This is an optimization exercise on Yosys and OpenROAD, whose aim is small area and a short achievable clock period, not a production implementation.
In this exercise RTL edits were held to simulation tests only and were not proved equivalent to the original.
Power and IR drop assume default switching activity.

$ cat flow/config.mk
export PLATFORM = sky130hd
export DESIGN_NAME = spi_wrapper
export DESIGN_NICKNAME = spi_wrapper
export VERILOG_FILES = /design/flow/design.v
export SDC_FILE = /design/flow/constraint.sdc
export NUM_CORES = 4
export LEC_CHECK = 0
export CAP_MARGIN = 20
export CORE_MARGIN = 2
export CORE_UTILIZATION = 72
export CTS_CLUSTER_DIAMETER = 60
export CTS_CLUSTER_SIZE = 30
export SETUP_SLACK_MARGIN = 3.3
export SLEW_MARGIN = 20
$ cat flow/constraint.sdc
create_clock -name core_clock -period 5.5 [get_ports {clk}]
set_input_delay 1.1000 -clock core_clock [delete_from_list [all_inputs] [get_ports {clk}]]
set_output_delay 1.1000 -clock core_clock [all_outputs]
set_load 0.01 [all_outputs]
$ cat flow/design.v
`default_nettype none
package spi_wrapper_pkg;
  typedef logic [2:0] spi_state_t;
  typedef logic [1:0] spi_cmd_t;
  localparam logic [2:0] IDLE      = 3'b000;
  localparam logic [2:0] CHK_CMD   = 3'b001;
  localparam logic [2:0] WRITE     = 3'b010;
  localparam logic [2:0] READ_ADD  = 3'b011;
  localparam logic [2:0] READ_DATA = 3'b100;
  localparam logic [1:0] c_CMD_WR_ADDR = 2'b00;
  localparam logic [1:0] c_CMD_WR_DATA = 2'b01;
  localparam logic [1:0] c_CMD_RD_ADDR = 2'b10;
  localparam logic [1:0] c_CMD_RD_DATA = 2'b11;
  localparam int c_FRAME_BITS = 10;
endpackage
`default_nettype wire
`default_nettype none
module spi_slave
(
  input  logic       clk,
  input  logic       rst_n,
  input  logic       MOSI,
  input  logic       SS_n,
  input  logic [7:0] rd_byte_i,    
  output logic [9:0] frame_o,
  output logic       rx_valid_o,
  output logic       MISO
);
  logic [3:0] state_q;
  logic       rd_frame_q;
  logic [9:0] shift_q;
  logic       rx_valid_q;
  logic       rd_addr_stored_q;
  logic [3:0] tx_left_q;         
  logic       miso_q;
  logic       w_last_bit;
  logic       w_tx_load;
  localparam logic [3:0] S_IDLE = 4'd0;
  localparam logic [3:0] S_CHK  = 4'd1;
  localparam logic [3:0] S_LAST = 4'd11;    
  localparam logic [3:0] S_DONE = 4'd12;
  assign w_last_bit = (state_q == S_LAST);
  assign w_tx_load  = rx_valid_q && (shift_q[9:8] == spi_wrapper_pkg::c_CMD_RD_DATA);
  always_ff @(posedge clk) begin
    shift_q <= {shift_q[8:0], MOSI};
    if (state_q == S_CHK) rd_frame_q <= MOSI;
  end
  always_ff @(posedge clk or negedge rst_n) begin
    if (!rst_n) begin
      state_q          <= S_IDLE;
      rx_valid_q       <= 1'b0;
      rd_addr_stored_q <= 1'b0;
    end else begin
      rx_valid_q <= !SS_n && w_last_bit;
      if (SS_n)                  state_q <= S_IDLE;
      else if (state_q != S_DONE) state_q <= state_q + 4'd1;
      if (!SS_n && w_last_bit && rd_frame_q) rd_addr_stored_q <= !rd_addr_stored_q;
    end
  end
  always_ff @(posedge clk or negedge rst_n) begin
    if (!rst_n) begin
      tx_left_q <= '0;
      miso_q    <= 1'b0;
    end else begin
      miso_q <= !SS_n && (tx_left_q != 4'd0) && rd_byte_i[3'(tx_left_q - 4'd1)];
      if (w_tx_load)                    tx_left_q <= 4'd8;
      else if (SS_n)                    tx_left_q <= '0;
      else if (tx_left_q != 4'd0)       tx_left_q <= tx_left_q - 4'd1;
    end
  end
  assign frame_o    = shift_q;
  assign rx_valid_o = rx_valid_q;
  assign MISO       = miso_q;
endmodule
`default_nettype wire
`default_nettype none
module spi_ram
(
  input  logic       clk,
  input  logic       rst_n,
  input  logic [9:0] frame_i,
  input  logic       rx_valid_i,
  output logic [7:0] rd_byte_o
);
  localparam int L  = 12;
  localparam int NT = 22;
  logic [7:0] ring_q [NT-1][L];
  logic [7:0] ring4_q [4];
  logic [3:0] phase_q;         
  logic [8:0] wr_loc_q;        
  logic       wr_loc_set_q;    
  logic [7:0] wr_data_q;
  logic       wr_pend_q;
  logic       wr_hit_q;        
  logic [3:0] rd_idx_q;        
  logic [5:0] rd_hi_q;         
  logic [3:0] rd_lo_q;         
  logic [7:0] rd_byte_q;
  logic cmd_wa, cmd_wd, cmd_ra;
  logic [8:0] w_loc;
  logic [3:0] w_phase_nx;
  logic [8:0] w_wr_loc_nx;
  logic       w_wr_pend_nx;
  logic       w_cap;
  logic [3:0] w_idx_p1;
  logic [7:0] w_head;
  logic [NT-1:0] w_wr_ring;
  logic [5:0] w_new_hi;
  logic [3:0] w_new_lo;
  function automatic logic [8:0] loc_of(input logic [7:0] a);
    logic [5:0] hi;
    hi = a[7:2] - 6'd42;
    if (a[7:2] < 6'd42) loc_of = {a[7:3], 1'b0, a[2:0]};
    else                loc_of = {hi[4:0], 2'b10, a[1:0]};
  endfunction
  function automatic logic at_head(input logic [4:0] rng, input logic [3:0] idx, input logic [3:0] ph);
    at_head = (idx[1:0] == ph[1:0]) && (rng == 5'd21 || idx[3:2] == ph[3:2]);
  endfunction
  assign cmd_wa = rx_valid_i && (frame_i[9:8] == spi_wrapper_pkg::c_CMD_WR_ADDR);
  assign cmd_wd = rx_valid_i && (frame_i[9:8] == spi_wrapper_pkg::c_CMD_WR_DATA);
  assign cmd_ra = rx_valid_i && (frame_i[9:8] == spi_wrapper_pkg::c_CMD_RD_ADDR);
  assign w_loc  = loc_of(frame_i[7:0]);
  assign w_phase_nx = (phase_q == 4'd11) ? 4'd0 : phase_q + 4'd1;
  always_ff @(posedge clk) phase_q <= w_phase_nx;
  always_comb begin
    w_wr_loc_nx = wr_loc_q;
    if (cmd_wa) w_wr_loc_nx = w_loc;
    else if (cmd_wd && !wr_loc_set_q) w_wr_loc_nx = '0;
  end
  assign w_wr_pend_nx = cmd_wd || (wr_pend_q && !wr_hit_q);
  always_ff @(posedge clk) begin
    wr_loc_q  <= w_wr_loc_nx;
    wr_pend_q <= w_wr_pend_nx;
    wr_hit_q  <= w_wr_pend_nx && at_head(w_wr_loc_nx[8:4], w_wr_loc_nx[3:0], w_phase_nx);
    if (rx_valid_i) wr_data_q <= frame_i[7:0];
  end
  for (genvar t = 0; t < NT; t++) begin : g_dec
    assign w_wr_ring[t] = (wr_loc_q[8:4] == 5'(t));
  end
  for (genvar t = 0; t < NT - 1; t++) begin : g_ring
    always_ff @(posedge clk) begin
      for (int i = 0; i < L - 1; i++) ring_q[t][i] <= ring_q[t][i+1];
      ring_q[t][L-1] <= (wr_hit_q && w_wr_ring[t]) ? wr_data_q : ring_q[t][0];
    end
  end
  always_ff @(posedge clk) begin
    for (int i = 0; i < 3; i++) ring4_q[i] <= ring4_q[i+1];
    ring4_q[3] <= (wr_hit_q && w_wr_ring[NT-1]) ? wr_data_q : ring4_q[0];
  end
  for (genvar h = 0; h < 6; h++) begin : g_hi
    assign w_new_hi[h] = (w_loc[8:6] == 3'(h));
  end
  for (genvar l = 0; l < 4; l++) begin : g_lo
    assign w_new_lo[l] = (w_loc[5:4] == 2'(l));
  end
  assign w_idx_p1 = (w_loc[3:0] == 4'd11) ? 4'd0 : w_loc[3:0] + 4'd1;
  always_ff @(posedge clk or negedge rst_n) begin
    if (!rst_n) begin
      wr_loc_set_q <= 1'b0;
      rd_idx_q     <= 4'd1;
      rd_hi_q      <= 6'b000001;
      rd_lo_q      <= 4'b0001;
    end else begin
      if (cmd_wa || cmd_wd) wr_loc_set_q <= 1'b1;
      if (cmd_ra) begin
        rd_idx_q <= w_idx_p1;
        rd_hi_q  <= w_new_hi;
        rd_lo_q  <= w_new_lo;
      end
    end
  end
  always_comb begin
    logic [7:0] grp;
    w_head = '0;
    for (int h = 0; h < 6; h++) begin
      grp = '0;
      for (int l = 0; l < 4; l++) begin
        if (4 * h + l < NT - 1)       grp |= rd_lo_q[l] ? ring_q[4*h+l][L-1] : 8'd0;
        else if (4 * h + l == NT - 1) grp |= rd_lo_q[l] ? ring4_q[3] : 8'd0;
      end
      w_head |= rd_hi_q[h] ? grp : 8'd0;
    end
  end
  assign w_cap = (rd_idx_q[1:0] == phase_q[1:0]) &&
                 ((rd_hi_q[5] && rd_lo_q[1]) || rd_idx_q[3:2] == phase_q[3:2]);
  always_ff @(posedge clk) begin
    if (w_cap) rd_byte_q <= w_head;
  end
  assign rd_byte_o = rd_byte_q;
endmodule
`default_nettype wire
`default_nettype none
module spi_wrapper
(
  input  logic clk,
  input  logic rst_n,
  input  logic MOSI,
  output logic MISO,
  input  logic SS_n
);
  logic [9:0] frame;
  logic       rx_valid;
  logic [7:0] rd_byte;
  spi_slave SPI_INSATNCE (
    .clk        (clk),
    .rst_n      (rst_n),
    .MOSI       (MOSI),
    .SS_n       (SS_n),
    .rd_byte_i  (rd_byte),
    .frame_o    (frame),
    .rx_valid_o (rx_valid),
    .MISO       (MISO)
  );
  spi_ram RAM_INSTANCE (
    .clk        (clk),
    .rst_n      (rst_n),
    .frame_i    (frame),
    .rx_valid_i (rx_valid),
    .rd_byte_o  (rd_byte)
  );
endmodule
`default_nettype wire
$ cat flow/flow/run.sh
#!/bin/bash
# Standard layout, with one placement step added: the flip-flop that drives
# the MISO port is placed next to the port before global placement, then
# released so detailed placement can legalise it. Everything else is
# the standard.sh (standard synthesis, floorplan, CTS, routing, finish).
set -euo pipefail
RES="$PWD/orfs/results/$FLOW_PLATFORM/spi_wrapper/base"
bash standard.sh "$RES/3_2_place_iop.odb" > std_to_place_iop.log 2>&1
openroad -no_init -exit flow/pin_out_ff.tcl > pin_out_ff.log 2>&1
bash standard.sh "$RES/3_3_place_gp.odb" > std_place_gp.log 2>&1
openroad -no_init -exit flow/release_out_ff.tcl > release_out_ff.log 2>&1
bash standard.sh > std_finish.log 2>&1
$ cat flow/flow/pin_out_ff.tcl
# Place the register driving each output port on the core row next to the
# port and mark it FIRM so global placement keeps it there.
set res "$::env(PWD)/orfs/results/$::env(FLOW_PLATFORM)/spi_wrapper/base"
read_db $res/3_2_place_iop.odb
set block [ord::get_db_block]
set rows [$block getRows]
foreach bt [$block getBTerms] {
  if {[$bt getIoType] ne "OUTPUT"} { continue }
  set net [$bt getNet]
  set drv ""
  foreach it [$net getITerms] {
    if {[$it getIoType] eq "OUTPUT"} { set drv [$it getInst] }
  }
  if {$drv eq ""} { continue }
  set bb [$bt getBBox]
  set px [expr {([$bb xMin] + [$bb xMax]) / 2}]
  set py [expr {([$bb yMin] + [$bb yMax]) / 2}]
  # nearest row, then the nearest site in it that keeps the cell inside the row
  set best ""; set bestd 1e18
  foreach row $rows {
    set rb [$row getBBox]
    set cy [expr {([$rb yMin] + [$rb yMax]) / 2}]
    set d [expr {abs($cy - $py)}]
    if {$d < $bestd} { set bestd $d; set best $row }
  }
  set rb [$best getBBox]
  set sw [[$best getSite] getWidth]
  set w [[$drv getMaster] getWidth]
  set x [expr {max([$rb xMin], min($px - $w / 2, [$rb xMax] - $w))}]
  set x [expr {[$rb xMin] + (($x - [$rb xMin]) / $sw) * $sw}]
  $drv setOrient [$best getOrient]
  $drv setLocation $x [$rb yMin]
  $drv setPlacementStatus FIRM
  puts "placed [$drv getName] for port [$bt getName] at $x [$rb yMin]"
}
write_db $res/3_2_place_iop.odb
$ cat flow/flow/release_out_ff.tcl
# Let the registers placed by pin_out_ff.tcl move again for legalisation.
set res "$::env(PWD)/orfs/results/$::env(FLOW_PLATFORM)/spi_wrapper/base"
read_db $res/3_3_place_gp.odb
set block [ord::get_db_block]
foreach inst [$block getInsts] {
  if {[$inst getPlacementStatus] eq "FIRM"} {
    $inst setPlacementStatus PLACED
    puts "released [$inst getName] at [$inst getLocation]"
  }
}
write_db $res/3_3_place_gp.odb
$ cat flow/standard.sh
#!/bin/bash
# synth_recipe.tcl (not shown) runs the flow's synth.tcl, then flattens the netlist and writes it again
# the make line also repeats each setting of config.mk as NAME=value (left out here)
make -C /OpenROAD-flow-scripts/flow DESIGN_CONFIG=/design/flow/config.mk WORK_HOME=/design/flow/orfs CLKGATE_MAP_FILE= SYNTH_SCRIPT=/design/flow/synth_recipe.tcl "${@:-finish}"
==> results by group, run 1 <==
Logic synthesis
  – Warnings, synthesis: 4
  – Ys async rst share: 1.18%
  – Mapped Area: 47200 um2
  – Top FF cell, synth: dfxtp_1
  – Biggest area consumer among synthesized cells: dfxtp_1
  – Syn avg cell area: 17.4 um2
  – Largest cells by area after synthesis: dfxtp_1, mux2_2, a22oi_1
  – Post-Synthesis Cells: 2711
  – Sequential area share after synthesis: 90.3%
  – Number of synthesized flops with an enable pin: 16
  – #FFs+latches synth: 2114
  – Yosys top cell area share: 88.0%
  – Netlist cell types: 54
  – Synth Net Count: 2722

Timing
  – Clk_skew: 0.0367 ns
  – Maximum operating frequency: 439 MHz
  – Setup TNS: 0 ns
  – Worst-Margin Slew: 1.08 ns
  – Final WS setup: 3.22 ns
  – Minimum clock period: 2.28 ns
  – Final Hold Fails: 0
  – Tcrit/Tclk final: 41.4%
  – RSZ-0062 raised after global routing: yes
  – Slew Viols, Final: 0
  – Rel. slew slack: 28.2%
  – Final setup viols: 0

Drt
  – DR vias/cell: 5.15
  – Routed Wire Length: 82.6 mm
  – Antenna Nets Post-Route: 0
  – Initial DRC Count: 1438
  – Routed vias: 18700
  – Routed wire length per instance: 22.7 um
  – DRC errors left: 0
  – DRT Pass-1 Iters: 5

Power
  – Final Power: 22.9 mW
  – Power per cell area: 453 nW/um2
  – Leak Pwr: 20.4 nW
  – Worst vdd ir: 0.420 mV

Placement
  – Placed instance count: 3523
  – Post-DP HPWL: 48.1 mm
  – GP Congestion: 0.875
  – DP Worst Slack: 3.16 ns
  – I/O Buffers: 4

Finish
  – Nets: 2765
  – # fillers: 3186
  – Area growth syn-to-layout: 7.24%
  – Non-Filler Instances: 3636
  – Multi-input logic area: 4370 um2
  – Reg area: 42600 um2
  – Layout cells sized above 1: 11.7%
  – Utilization after layout: 78.3%

Critical path
  – FF-to-FF path depth: 4
  – CP startpoint: SPI_INSATNCE.miso_q
  – Critical path required time: 4.40 ns
  – CP Max Fanout: 1
  – CP Capture Type: primary output
  – CP max stage delay: 0.38 ns
  – Crit start category: flip-flop
  – R2R setup slack: 3.27 ns
  – Worst Path Arrival: 1.18 ns
  – Critical-path cell list: buf_2
  – Cell count along the critical path: 1
  – Reg2reg end: RAM_INSTANCE.ring_q[131][2]
  – CP Class: flip-flop to primary output
  – Crit-path slowest cell: dfrtp_1
  – Worst r2r src: RAM_INSTANCE.wr_loc_q[8]
  – Cell family with most CP delay: flip-flops
  – WP buf/inv: 1
  – Worst Setup EP: MISO

Die
  – Starting Density: 73.0%
  – Die height: 260 um
  – Die area: 67600 um2
  – Site Rows: 93
  – Boundary Pins: 5
  – DIE WIDTH: 260 um
  – Core area: 64600 um2

Min path
  – Worst min-delay path class: flip-flop to flip-flop
  – Worst hold start: RAM_INSTANCE.ring_q[32][3]

Clock network
  – H-tree levels: 3
  – CTS clk-pin slew, worst paths: 0.11 ns
  – CTS sink count: 2114
  – Cts bufs inserted: 83
  – TritonCTS clock tree: done
  – Clock latency (worst-skew pair): 0.68 ns
  – Deepest clock path buffer count: 3
  – CTS root buffer: clkbuf_16

GRT
  – Antenna violations before repair: 12
  – First-pass GRT wire length: 122 mm
  – Total grt overflow: 0
  – Vias in the first global route: 19400
  – Tot GR Track Use: 25.1%
  – Largest net degree at the start of global routing: 50

Run status
  – Status: no timing/DRC/antenna violations

Run
  – Max-Cap Viols: 0
-- layer usage --
| metal | up-vias | wire [um] | track usage (%) |
|---|---|---|---|
| met1 | 9253 | 37000 | 34.9 |
| met3 | 168 | 3940 | 4.30 |
| met2 | 434 | 38700 | 40.1 |
| met4 | 4 | 2950 | 9.18 |
| li1 | 8854 | - | - |
| met5 | - | 23 | 0 |
-- through the flow --
step           cell area [um2]  hold slack [ns]
3_3_place_gp             48100            0.310
6_report                 50600            0.317
3_5_place_dp             48100            0.312
5_1_grt                  50600            0.313
2_1_floorplan            47200            0.310
4_1_cts                  50500            0.320
-- kinds of logic (layout without fill, tap and decap cells) --
group	after synthesis	in the layout	share of synthesized area, %
AO/OA/AOI/OAI	175	175	2.76
XOR/XNOR	13	13	0.241
adder cells (fa/ha/maj)	7	7	0.186
buffers and inverters	71	138	0.576
flip-flops	2114	2114	90.3
multiplexers	181	181	4.36
other	0	3	0
AND/OR/NAND/NOR	150	150	1.54
-- placed cells by master, fill, tap and decap left out, types with 12 or more instances in the layout --
master     count
clkbuf_16     85
inv_1         12
nor2_1        14
buf_4         12
edfxtp_1      16
nand2_1       70
dfrtp_1       20
dfxtp_1     2069
mux2_2       177
a22oi_1      102
a22o_1        16
nand3_1       15
-- repair_timing --
item / CTS / global route
setup buffers: 0 / 1
endpoints found under the setup margin: 27 / 80
endpoints found under the hold margin: 0 / 0
hold buffers: 0 / 0
resized for setup: 11 / 13
-- power by group --
part / switching, mW / internal [mW]
combinational: 0.0925 / 0.0648
sequential: 0.0500 / 15.4
clock: 4.41 / 2.90
-- Yosys cell counts, types with 5 or more instances --
master and number:
o21ai_0 11, nand2b_1 5, xnor2_1 7, clkbuf_1 54, nand3_1 15, edfxtp_1 16
o31ai_1 5, xor2_1 6, nor2_1 16, nand2_1 71, a22o_1 16, nor3_1 12
a22oi_1 105, mux2_2 177, dfrtp_1 22, a21oi_1 10, dfxtp_1 2073, inv_1 12
ha_1 7, a21o_1 5
-- area by class of cell --
cell class	instances	area share, %
tap	855	2.11
clock inverter	15	0.359
clock buffer	94	4.27
multi-input combinational	526	8.63
timing repair buffer	17	0.270
sequential	2114	84.3
inverter	12	0.0890
antenna	3	0.0148
-- worst min path at each step --
stage	end	slack, ns	depth (start not counted)
finish	RAM_INSTANCE.ring_q[31][3]	0.32	0
global route	RAM_INSTANCE.ring_q[14][5]	0.31	0
CTS	RAM_INSTANCE.ring_q[57][1]	0.32	0
detailed placement	RAM_INSTANCE.ring_q[129][0]	0.31	0
global placement	RAM_INSTANCE.ring_q[170][7]	0.31	0
floorplan	RAM_INSTANCE.ring4_q[0][0]	0.31	0
-- state kept, by name, indices dropped and copies added (netlist names), 4 cells and up --
name	count
RAM_INSTANCE.ring_q	2016
RAM_INSTANCE.ring4_q	32
SPI_INSATNCE.shift_q	10
RAM_INSTANCE.wr_loc_q	9
RAM_INSTANCE.rd_byte_q	8
RAM_INSTANCE.wr_data_q	8
RAM_INSTANCE.rd_hi_q	6
RAM_INSTANCE.phase_q	4
RAM_INSTANCE.rd_idx_q	4
RAM_INSTANCE.rd_lo_q	4
SPI_INSATNCE.state_q	4
SPI_INSATNCE.tx_left_q	4
==> run 2: changes to the inputs <==
--- a/flow/flow/run.sh
+++ b/flow/flow/run.sh
@@ -7,6 +7,6 @@
 RES="$PWD/orfs/results/$FLOW_PLATFORM/spi_wrapper/base"
 bash standard.sh "$RES/3_2_place_iop.odb" > std_to_place_iop.log 2>&1
 openroad -no_init -exit flow/pin_out_ff.tcl > pin_out_ff.log 2>&1
-bash standard.sh "$RES/3_3_place_gp.odb" > std_place_gp.log 2>&1
+BUFFER_PORTS_ARGS="-buffer_cell sky130_fd_sc_hd__buf_4" bash standard.sh "$RES/3_3_place_gp.odb" > std_place_gp.log 2>&1
 openroad -no_init -exit flow/release_out_ff.tcl > release_out_ff.log 2>&1
 bash standard.sh > std_finish.log 2>&1
==> results by group, run 2 <==
Logic synthesis
  – Yosys top cell area share: 88.0%
  – Most frequent cell after synthesis: dfxtp_1
  – Warnings, synthesis: 4
  – Biggest area consumer among synthesized cells: dfxtp_1
  – Top cells by instance count after synthesis: dfxtp_1, mux2_2, a22oi_1
  – Mux contribution to synthesized area: 4.36%
  – Synth Net Count: 2722
  – Post-synthesis xor/xnor area fraction: 0.241%
  – Mapped Area: 47200 um2
  – Number of synthesized flops with an enable pin: 16
  – Synth Area in Compound Gates: 2.76%
  – Top FF cell, synth: dfxtp_1
  – #FFs+latches synth: 2114
  – Post-Synthesis Cells: 2711
  – Netlist cell types: 54
  – Syn avg cell area: 17.4 um2
  – Ys async rst share: 1.18%
  – Synth Area in Adders: 0.186%
  – Largest family of logic cells by synthesized area: multiplexers
  – Simple-gate share of the synthesized area: 1.54%
  – Largest cells by area after synthesis: dfxtp_1, mux2_2, a22oi_1
  – Sequential area share after synthesis: 90.3%

Power
  – Power per cell area: 452 nW/um2
  – Final Power: 22.9 mW
  – Leak Pwr: 20.4 nW
  – Worst vdd ir: 0.342 mV

Placement
  – DP Area: 48100 um2
  – Placed instance count: 3524
  – Post-DP HPWL: 47.0 mm
  – GP Congestion: 0.872
  – I/O Buffers: 4

Drt
  – Antenna Nets Post-Route: 0
  – DRT Pass-1 Iters: 4
  – Routed Wire Length: 81.5 mm
  – Top Metal Used: met4
  – M1 wire length: 38.0 mm
  – Met3 wire len: 3.14 mm
  – DRC errors left: 0
  – Routed wire length per instance: 22.4 um
  – Met2 wire len: 38.3 mm
  – Initial DRC Count: 1274
  – Routed vias: 18600
  – DR vias/cell: 5.11

Finish
  – Nets: 2769
  – Fin area: 50600 um2
  – Multi-input logic area: 4350 um2
  – # fillers: 3166
  – Commonest non-fill, non-tap cell in the layout: dfxtp_1
  – Area growth syn-to-layout: 7.26%
  – Layout cells sized above 1: 11.8%
  – Non-Filler Instances: 3637
  – Largest Register: RAM_INSTANCE.ring_q
  – Reg area: 42600 um2
  – Largest registers: RAM_INSTANCE.ring_q: 2016 flops, RAM_INSTANCE.ring4_q: 32 flops, SPI_INSATNCE.shift_q: 10 flops
  – Most frequent cells in the layout: dfxtp_1, mux2_2, a22oi_1
  – Number of flip-flops in the largest register: 2016

Die
  – Core area: 64600 um2
  – Site Rows: 93
  – DIE WIDTH: 260 um
  – Die height: 260 um
  – Starting Density: 73.0%
  – Die area: 67600 um2
  – Boundary Pins: 5

Timing
  – Rel. slew slack: 35.3%
  – Minimum clock period: 2.27 ns
  – Maximum operating frequency: 440 MHz
  – Final setup viols: 0
  – Tcrit/Tclk final: 41.3%
  – RSZ-0062 raised after global routing: yes
  – Worst-Margin Slew: 0.971 ns
  – Final Hold Fails: 0
  – Slew Viols, Final: 0
  – Setup TNS: 0 ns
  – Clk_skew: 0.0363 ns

Critical path
  – WP buf/inv: 1
  – Critical-path cell list: buf_6
  – Crit-path slowest cell: dfrtp_1
  – CP Max Fanout: 1
  – CP Class: flip-flop to primary output
  – Cell family with most CP delay: flip-flops
  – CP max stage delay: 0.40 ns
  – Critical path required time: 4.40 ns
  – CP Capture Type: primary output
  – Crit start category: flip-flop
  – Worst Path Arrival: 1.17 ns

GRT
  – Antenna violations before repair: 10
  – First-pass GRT wire length: 123 mm
  – Vias in the first global route: 19400
  – Tot GR Track Use: 24.9%
  – Total grt overflow: 0
  – Largest net degree at the start of global routing: 50

Clock network
  – CTS sink count: 2114
  – TritonCTS clock tree: done
  – Cts bufs inserted: 82
  – CTS clk-pin slew, worst paths: 0.11 ns
  – CTS root buffer: clkbuf_16
  – Clock latency (worst-skew pair): 0.67 ns
  – H-tree levels: 3
  – Deepest clock path buffer count: 3
  – Hold_buf cts: 0

Run status
  – Status: no timing/DRC/antenna violations

Run
  – Max-Cap Viols: 0

Min path
  – Worst min-delay path class: flip-flop to flip-flop
==> run 2: path summary, 6_finish.rpt <==
check | from | end | slack (ns) | depth (start not counted)
setup reg to reg | RAM_INSTANCE.wr_loc_q[5] | RAM_INSTANCE.ring_q[143][3] | 3.29 | 4
setup / recovery | SPI_INSATNCE.miso_q | MISO | 3.23 | 1
hold / removal | RAM_INSTANCE.ring_q[160][5] | RAM_INSTANCE.ring_q[159][5] | 0.32 | 0
max in group asynchronous | rst_n | RAM_INSTANCE.rd_lo_q[1] | 4.74 | 1
min in group asynchronous | rst_n | RAM_INSTANCE.rd_idx_q[3] | 0.38 | 1
hold reg to reg | RAM_INSTANCE.ring_q[160][5] | RAM_INSTANCE.ring_q[159][5] | 0.32 | 0
==> run 2: what timing repair did <==
action | in CTS | in global routing
endpoints found under the setup margin | 46 | 71
pin swaps | 1 | 2
buffers inserted | 2 | 3
gates resized for setup | 11 | 12
==> run 2: metrics by stage <==
step           util (%)  setup slack [ns]  hold WS (ns)
2_1_floorplan         -              3.52         0.310
3_3_place_gp       74.5              3.14         0.310
3_5_place_dp       74.6              3.11         0.312
4_1_cts            78.2              3.19         0.318
5_1_grt            78.3              3.17         0.320
6_report           78.3              3.23         0.315
==> run 2: power by group <==
| part | switching [mW] | internal (mW) |
|---|---|---|
| combinational | 0.0839 | 0.0614 |
| sequential | 0.0494 | 15.4 |
| clock | 4.39 | 2.89 |
| total | 4.52 | 18.3 |
==> run 2: final cells by class <==
cell class | instances | area share [%]
inverters | 12 | 0.0890
clock inverters | 12 | 0.388
clock buffers | 92 | 4.21
multi-input cells | 526 | 8.60
repair buffers | 22 | 0.334
well taps | 855 | 2.11
diodes | 4 | 0.0198
flip-flops and latches | 2114 | 84.2
==> run 2: cells by family (layout without fill, tap and decap cells) <==
family | Yosys count | in the layout
AOI/OAI and AO/OA | 175 | 175
and+or+nand+nor | 150 | 150
muxes | 181 | 181
other | 0 | 4
adders and majority gates | 7 | 7
buffers and inverters | 71 | 138
xor gates and xnor gates | 13 | 13
DFF | 2114 | 2114
==> run 2: routing by layer <==
metal / global-route usage, % / vias up
met4: 6.94 / 0
li1: - / 8865
met3: 3.84 / 129
met5: 0 / -
met1: 35.6 / 9185
met2: 40.1 / 396
==> run 3: changes to the inputs <==
--- a/flow/config.mk
+++ b/flow/config.mk
@@ -8,7 +8,7 @@
 export CAP_MARGIN = 20
 export CORE_MARGIN = 2
 export CORE_UTILIZATION = 72
-export CTS_CLUSTER_DIAMETER = 60
+export CTS_CLUSTER_DIAMETER = 80
 export CTS_CLUSTER_SIZE = 30
 export SETUP_SLACK_MARGIN = 3.3
 export SLEW_MARGIN = 20
==> results by group, run 3 <==
Run status
  – Status: no timing/DRC/antenna violations

Finish
  – Largest Register: RAM_INSTANCE.ring_q
  – Reg area: 42600 um2
  – Largest registers: RAM_INSTANCE.ring_q: 2016 flops, RAM_INSTANCE.ring4_q: 32 flops, SPI_INSATNCE.shift_q: 10 flops
  – Nets: 2768
  – Number of flip-flops in the largest register: 2016
  – Area growth syn-to-layout: 7.05%
  – Commonest non-fill, non-tap cell in the layout: dfxtp_1
  – Most frequent cells in the layout: dfxtp_1, mux2_2, a22oi_1
  – Multi-input logic area: 4370 um2
  – # fillers: 3186
  – Layout cells sized above 1: 11.6%
  – Non-Filler Instances: 3627

Die
  – Die height: 260 um
  – Core area: 64600 um2
  – Boundary Pins: 5
  – Starting Density: 73.0%
  – Die area: 67600 um2
  – DIE WIDTH: 260 um
  – Site Rows: 93

Clock network
  – Clock latency (worst-skew pair): 0.66 ns
  – TritonCTS clock tree: done
  – H-tree levels: 3
  – Deepest clock path buffer count: 3
  – Cts bufs inserted: 80
  – CTS sink count: 2114
  – CTS root buffer: clkbuf_16
  – CTS clk-pin slew, worst paths: 0.11 ns

GRT
  – Antenna violations before repair: 12
  – Largest net degree at the start of global routing: 50
  – Tot GR Track Use: 24.7%
  – First-pass GRT wire length: 122 mm
  – Total grt overflow: 0
  – Vias in the first global route: 19300

Logic synthesis
  – Yosys top cell area share: 88.0%
  – Top cells by instance count after synthesis: dfxtp_1, mux2_2, a22oi_1
  – Most frequent cell after synthesis: dfxtp_1
  – Biggest area consumer among synthesized cells: dfxtp_1
  – Top FF cell, synth: dfxtp_1
  – Number of synthesized flops with an enable pin: 16
  – Largest cells by area after synthesis: dfxtp_1, mux2_2, a22oi_1
  – Syn avg cell area: 17.4 um2
  – Post-Synthesis Cells: 2711
  – #FFs+latches synth: 2114
  – Synth Net Count: 2722
  – Ys async rst share: 1.18%
  – Warnings, synthesis: 4
  – Mapped Area: 47200 um2
  – Netlist cell types: 54
  – Sequential area share after synthesis: 90.3%

Min path
  – Worst min-delay path class: flip-flop to flip-flop
  – Min-Delay Path Depth: 0

Critical path
  – Crit-path slowest cell: dfrtp_1
  – Reg2reg end: RAM_INSTANCE.ring_q[239][4]
  – CP Max Fanout: 1
  – R2R setup slack: 3.32 ns
  – Cell count along the critical path: 1
  – Critical path required time: 4.40 ns
  – FF-to-FF path depth: 4
  – CP max stage delay: 0.39 ns
  – Critical-path cell list: buf_6
  – CP startpoint: SPI_INSATNCE.miso_q
  – Cell family with most CP delay: flip-flops
  – Crit start category: flip-flop
  – CP Class: flip-flop to primary output
  – Worst Path Arrival: 1.16 ns
  – WP buf/inv: 1
  – Worst r2r src: RAM_INSTANCE.wr_loc_q[7]
  – Worst Setup EP: MISO
  – CP Capture Type: primary output

Placement
  – GP Congestion: 0.872
  – DP Worst Slack: 3.11 ns
  – Post-DP HPWL: 47.0 mm
  – Placed instance count: 3524
  – I/O Buffers: 4

Drt
  – Antenna Nets Post-Route: 0
  – DR vias/cell: 5.12
  – DRC errors left: 0
  – DRT Pass-1 Iters: 5
  – Routed wire length per instance: 22.4 um
  – Routed vias: 18600
  – Initial DRC Count: 1414
  – Routed Wire Length: 81.1 mm

Power
  – Worst vdd ir: 0.414 mV
  – Switching Fraction: 19.3%
  – Clock power share: 31.4%
  – Seq pwr share: 68.0%
  – Final Power: 22.7 mW
  – Leak Pwr: 20.4 nW
  – Power per cell area: 450 nW/um2
  – Combinational power share: 0.6%
  – Cell internal pwr: 18.3 mW
  – Sw Pwr: 4.39 mW

Timing
  – RSZ-0062 raised after global routing: yes
  – Setup TNS: 0 ns
  – Worst-Margin Slew: 0.986 ns
  – Final Hold Fails: 0
  – Clk_skew: 0.0178 ns
  – Rel. slew slack: 34.2%
  – Tcrit/Tclk final: 41.0%
  – Worst hold slack: 0.320 ns
  – Maximum operating frequency: 443 MHz
  – Minimum clock period: 2.26 ns
  – Slew Viols, Final: 0
  – Final setup viols: 0
  – Final WS setup: 3.24 ns

Run
  – Max-Cap Viols: 0
==> run 3: cell count changes in the layout (fill, tap and decap cells not counted), moves of 2 or more <==
cell	change
clkbuf_1	-2
clkbuf_16	+2
clkbuf_8	-2
clkinv_16	-2
clkinv_8	-2
dfrtp_2	-2
==> run 3: final cells by class <==
cell class                 instances  share of cell area, %
timing repair buffer              22                  0.342
tap                              855                   2.12
inverter                          12                 0.0892
multi-input combinational        527                   8.65
sequential                      2114                   84.4
antenna                            3                 0.0149
clock buffer                      90                   4.25
clock inverter                     4                  0.126
==> run 3: power groups by stage <==
stage | Combinational (mW) | Sequential, mW | Clock [mW]
final | 0.146 | 15.4 | 7.12
after global routing | 0.161 | 15.5 | 7.69
after CTS | 0.142 | 15.4 | 7.22
after detailed placement | 0.140 | 15.8 | 0
after global placement | 0.130 | 15.8 | 0
after floorplan | 0.114 | 15.8 | 0
==> run 3: per-stage QoR <==
step	area (um2)	utilization, %
finish	50500	78.2
global route	50500	78.2
CTS	50400	78.0
detailed placement	48100	74.6
global placement	48100	74.5
floorplan	47200	-
==> run 3: worst min path at each step <==
stage,start,end,slack (ns)
global placement,RAM_INSTANCE.ring_q[177][7],RAM_INSTANCE.ring_q[176][7],0.31
CTS,RAM_INSTANCE.ring_q[6][7],RAM_INSTANCE.ring_q[5][7],0.32
detailed placement,RAM_INSTANCE.ring_q[121][3],RAM_INSTANCE.ring_q[120][3],0.31
global route,RAM_INSTANCE.ring_q[18][6],RAM_INSTANCE.ring_q[17][6],0.32
floorplan,RAM_INSTANCE.ring4_q[1][0],RAM_INSTANCE.ring4_q[0][0],0.31
finish,RAM_INSTANCE.ring_q[64][1],RAM_INSTANCE.ring_q[63][1],0.32
==> run 3: what timing repair did <==
action	4_1_cts	5_1_grt
resized for setup	9	16
setup buffers	0	5
setup endpoints to repair	35	67
hold endpoints to repair	0	0
pin swaps	1	1
gates cloned	1	0
hold buffers	0	0
==> run 3: kinds of logic (layout without fill, tap and decap cells) <==
group | Yosys count | count (layout) | share of synthesized area (%)
flip-flops | 2114 | 2114 | 90.3
multiplexers | 181 | 181 | 4.36
AO/OA/AOI/OAI | 175 | 175 | 2.76
AND/OR/NAND/NOR | 150 | 151 | 1.54
buffers and inverters | 71 | 128 | 0.576
XOR/XNOR | 13 | 13 | 0.241
adder cells (fa/ha/maj) | 7 | 7 | 0.186
other | 0 | 3 | 0
==> run 3: per-layer routing <==
metal | global-route usage, % | routed length, um
met4 | 6.69 | 2050
met2 | 39.3 | 37500
met3 | 3.87 | 3400
met1 | 35.8 | 38200
met5 | 0 | 0
==> run 4: changes to the inputs <==
--- a/flow/config.mk
+++ b/flow/config.mk
@@ -8,7 +8,7 @@
 export CAP_MARGIN = 20
 export CORE_MARGIN = 2
 export CORE_UTILIZATION = 72
-export CTS_CLUSTER_DIAMETER = 80
-export CTS_CLUSTER_SIZE = 30
+export CTS_CLUSTER_DIAMETER = 70
+export CTS_CLUSTER_SIZE = 32
 export SETUP_SLACK_MARGIN = 3.3
 export SLEW_MARGIN = 20
==> results by group, run 4 <==
Finish
  – Largest registers: RAM_INSTANCE.ring_q: 2016 flops, RAM_INSTANCE.ring4_q: 32 flops, SPI_INSATNCE.shift_q: 10 flops
  – Most frequent cells in the layout: dfxtp_1, mux2_2, a22oi_1
  – Number of flip-flops in the largest register: 2016
  – Area growth syn-to-layout: 6.74%
  – # fillers: 3204
  – Nets: 2761
  – Largest Register: RAM_INSTANCE.ring_q
  – Utilization after layout: 78.0%
  – Commonest non-fill, non-tap cell in the layout: dfxtp_1
  – Non-Filler Instances: 3620
  – Fin area: 50300 um2
  – Layout cells sized above 1: 11.3%

Clock network
  – H-tree levels: 3
  – Deepest clock path buffer count: 3
  – CTS sink count: 2114
  – Clock latency (worst-skew pair): 0.66 ns
  – Hold_buf cts: 0
  – CTS root buffer: clkbuf_16
  – Cts bufs inserted: 76
  – CTS clk-pin slew, worst paths: 0.11 ns
  – TritonCTS clock tree: done

Placement
  – Placed instance count: 3524
  – DP Area: 48100 um2
  – DP Worst Slack: 3.11 ns
  – Post-DP HPWL: 47.0 mm
  – I/O Buffers: 4
  – GP Congestion: 0.872

Logic synthesis
  – Biggest area consumer among synthesized cells: dfxtp_1
  – Number of synthesized flops with an enable pin: 16
  – Post-Synthesis Cells: 2711
  – Syn avg cell area: 17.4 um2
  – #FFs+latches synth: 2114
  – Sequential area share after synthesis: 90.3%
  – Most frequent cell after synthesis: dfxtp_1
  – Yosys top cell area share: 88.0%
  – Largest cells by area after synthesis: dfxtp_1, mux2_2, a22oi_1
  – Warnings, synthesis: 4
  – Ys async rst share: 1.18%
  – Netlist cell types: 54
  – Top cells by instance count after synthesis: dfxtp_1, mux2_2, a22oi_1
  – Mapped Area: 47200 um2
  – Top FF cell, synth: dfxtp_1
  – Synth Net Count: 2722

Drt
  – DR vias/cell: 5.09
  – Routed Wire Length: 79.8 mm
  – DRT Pass-1 Iters: 7
  – DRC errors left: 0
  – Routed vias: 18400
  – Routed wire length per instance: 22.0 um
  – Initial DRC Count: 1293
  – Antenna Nets Post-Route: 0

Critical path
  – Cell count along the critical path: 4
  – Cell family with most CP delay: simple AND/OR/NAND/NOR gates
  – FF-to-FF path depth: 4
  – Crit-path slowest cell: nand2_1
  – CP Max Fanout: 8
  – WP buf/inv: 0
  – CP Capture Type: flip-flop
  – Critical path required time: 6.05 ns
  – Critical-path cell list: nand2b_1, nor3b_1, nand2_1, mux2_2
  – CP max stage delay: 0.57 ns
  – Crit start category: flip-flop
  – Worst Path Arrival: 2.81 ns
  – CP Class: flip-flop to flip-flop

GRT
  – Vias in the first global route: 19100
  – Total grt overflow: 0
  – Antenna violations before repair: 6
  – Tot GR Track Use: 24.3%
  – Largest net degree at the start of global routing: 50
  – First-pass GRT wire length: 120 mm

Power
  – Worst vdd ir: 0.376 mV
  – Switching Fraction: 19.3%
  – Cell internal pwr: 18.2 mW
  – Power per cell area: 447 nW/um2
  – Leak Pwr: 20.3 nW
  – Seq pwr share: 68.6%
  – Sw Pwr: 4.36 mW
  – Combinational power share: 0.6%
  – Clock power share: 30.8%
  – Final Power: 22.5 mW

Die
  – Boundary Pins: 5
  – DIE WIDTH: 260 um
  – Site Rows: 93
  – Die height: 260 um
  – Die area: 67600 um2
  – Starting Density: 73.0%
  – Core area: 64600 um2

Min path
  – Min-Delay Path Depth: 0
  – Worst min-delay path class: flip-flop to flip-flop

Run
  – Max-Cap Viols: 0

Timing
  – Rel. slew slack: 33.1%
  – Clk_skew: 0.0293 ns
  – Tcrit/Tclk final: 41.2%
  – Worst-Margin Slew: 0.998 ns
  – Worst hold slack: 0.321 ns
  – Maximum operating frequency: 441 MHz
  – Slew Viols, Final: 0
  – Setup TNS: 0 ns
  – Final setup viols: 0
  – Final WS setup: 3.23 ns
  – RSZ-0062 raised after global routing: yes
  – Final Hold Fails: 0
  – Minimum clock period: 2.27 ns

Run status
  – Status: no timing/DRC/antenna violations
## run 4: per-layer routing
layer	vias to the layer above	routed length (um)	global-route usage, %
met5	-	0	0
met4	0	2240	7.47
met3	141	3420	3.80
met2	371	36400	38.3
met1	9077	37700	35.2
li1	8827	-	-
## run 4: power groups by stage
stage	sequential, mW	clock (mW)	combinational, mW
after floorplan	15.8	0	0.114
after detailed placement	15.8	0	0.140
after CTS	15.4	7.03	0.142
final	15.4	6.94	0.146
after global routing	15.5	7.51	0.161
after global placement	15.8	0	0.130
## run 4: path summary, 6_finish.rpt
| check | startpoint | endpoint | slack (ns) |
|---|---|---|---|
| max reg2reg | RAM_INSTANCE.wr_hit_q | RAM_INSTANCE.ring_q[131][4] | 3.23 |
| min in group asynchronous | rst_n | RAM_INSTANCE.rd_hi_q[2] | 0.38 |
| min | RAM_INSTANCE.ring_q[30][0] | RAM_INSTANCE.ring_q[29][0] | 0.32 |
| max | RAM_INSTANCE.wr_hit_q | RAM_INSTANCE.ring_q[131][4] | 3.23 |
| min reg2reg | RAM_INSTANCE.ring_q[30][0] | RAM_INSTANCE.ring_q[29][0] | 0.32 |
| max in group asynchronous | rst_n | RAM_INSTANCE.rd_lo_q[2] | 4.75 |
## run 4: what timing repair did
item / CTS / global route
pin swaps: 1 / 2
setup buffers: 0 / 2
gates resized for setup: 7 / 9
cloned: 1 / 0
endpoints found under the hold margin: 0 / 0
setup endpoints to repair: 30 / 49
## run 4: logic make-up (layout without fill, tap and decap cells)
kind of cell	Yosys count	count (layout)	share of synthesized area [%]
flip-flops	2114	2114	90.3
other	0	3	0
buffers and inverters	71	121	0.576
multiplexers	181	181	4.36
AO/OA/AOI/OAI	175	175	2.76
AND/OR/NAND/NOR	150	151	1.54
adder cells (fa/ha/maj)	7	7	0.186
XOR/XNOR	13	13	0.241
## run 4: area by class of cell
| cell class | count | area [um2] | share of cell area (%) |
|---|---|---|---|
| Sequential cell | 2114 | 42600 | 84.6 |
| Inverter | 12 | 45.0 | 0.0895 |
| Multi-Input combinational cell | 527 | 4340 | 8.62 |
| Clock buffer | 83 | 2000 | 3.98 |
| Timing Repair Buffer | 19 | 150 | 0.298 |
| Antenna cell | 3 | 7.51 | 0.0149 |
| Clock inverter | 7 | 115 | 0.229 |
| Tap cell | 855 | 1070 | 2.12 |

port drivers added, routing unchanged:
No port has a modelled driver above. Below, the same layouts with a new extraction and two added sets of constraints. Step 1 (the two cells are an assumption about what drives the block):
set clk [get_ports {clk}]
set_driving_cell -lib_cell sky130_fd_sc_hd__clkbuf_16 $clk
set_driving_cell -lib_cell sky130_fd_sc_hd__buf_2 [delete_from_list [all_inputs] $clk]
Step 2, shift: input delay + t, output delay - t, t = (earliest + latest rising clock arrival at the registers) / 2. This alone moves slack from input paths to output paths. Slacks: no drivers / after step 1 / after step 2; pairs: no drivers / after step 1.
run	t, ns	setup slack, ns	clock arrival spread, ns	slew at the worst register clock pin (ns)
run 1	0.731	3.222 / 3.154 / 3.178	0.040 / 0.040	0.11 / 0.11
run 2	0.720	3.228 / 3.162 / 3.293	0.036 / 0.036	0.12 / 0.12
run 3	0.719	3.242 / 3.172 / 3.315	0.025 / 0.026	0.12 / 0.12
run 4	0.722	3.233 / 3.169 / 3.233	0.039 / 0.039	0.12 / 0.12
After both steps setup and hold are still met in every run listed. The setup slack of run 1, which loses most, moves by -0.068 ns with the drivers and by -0.044 ns with both steps.
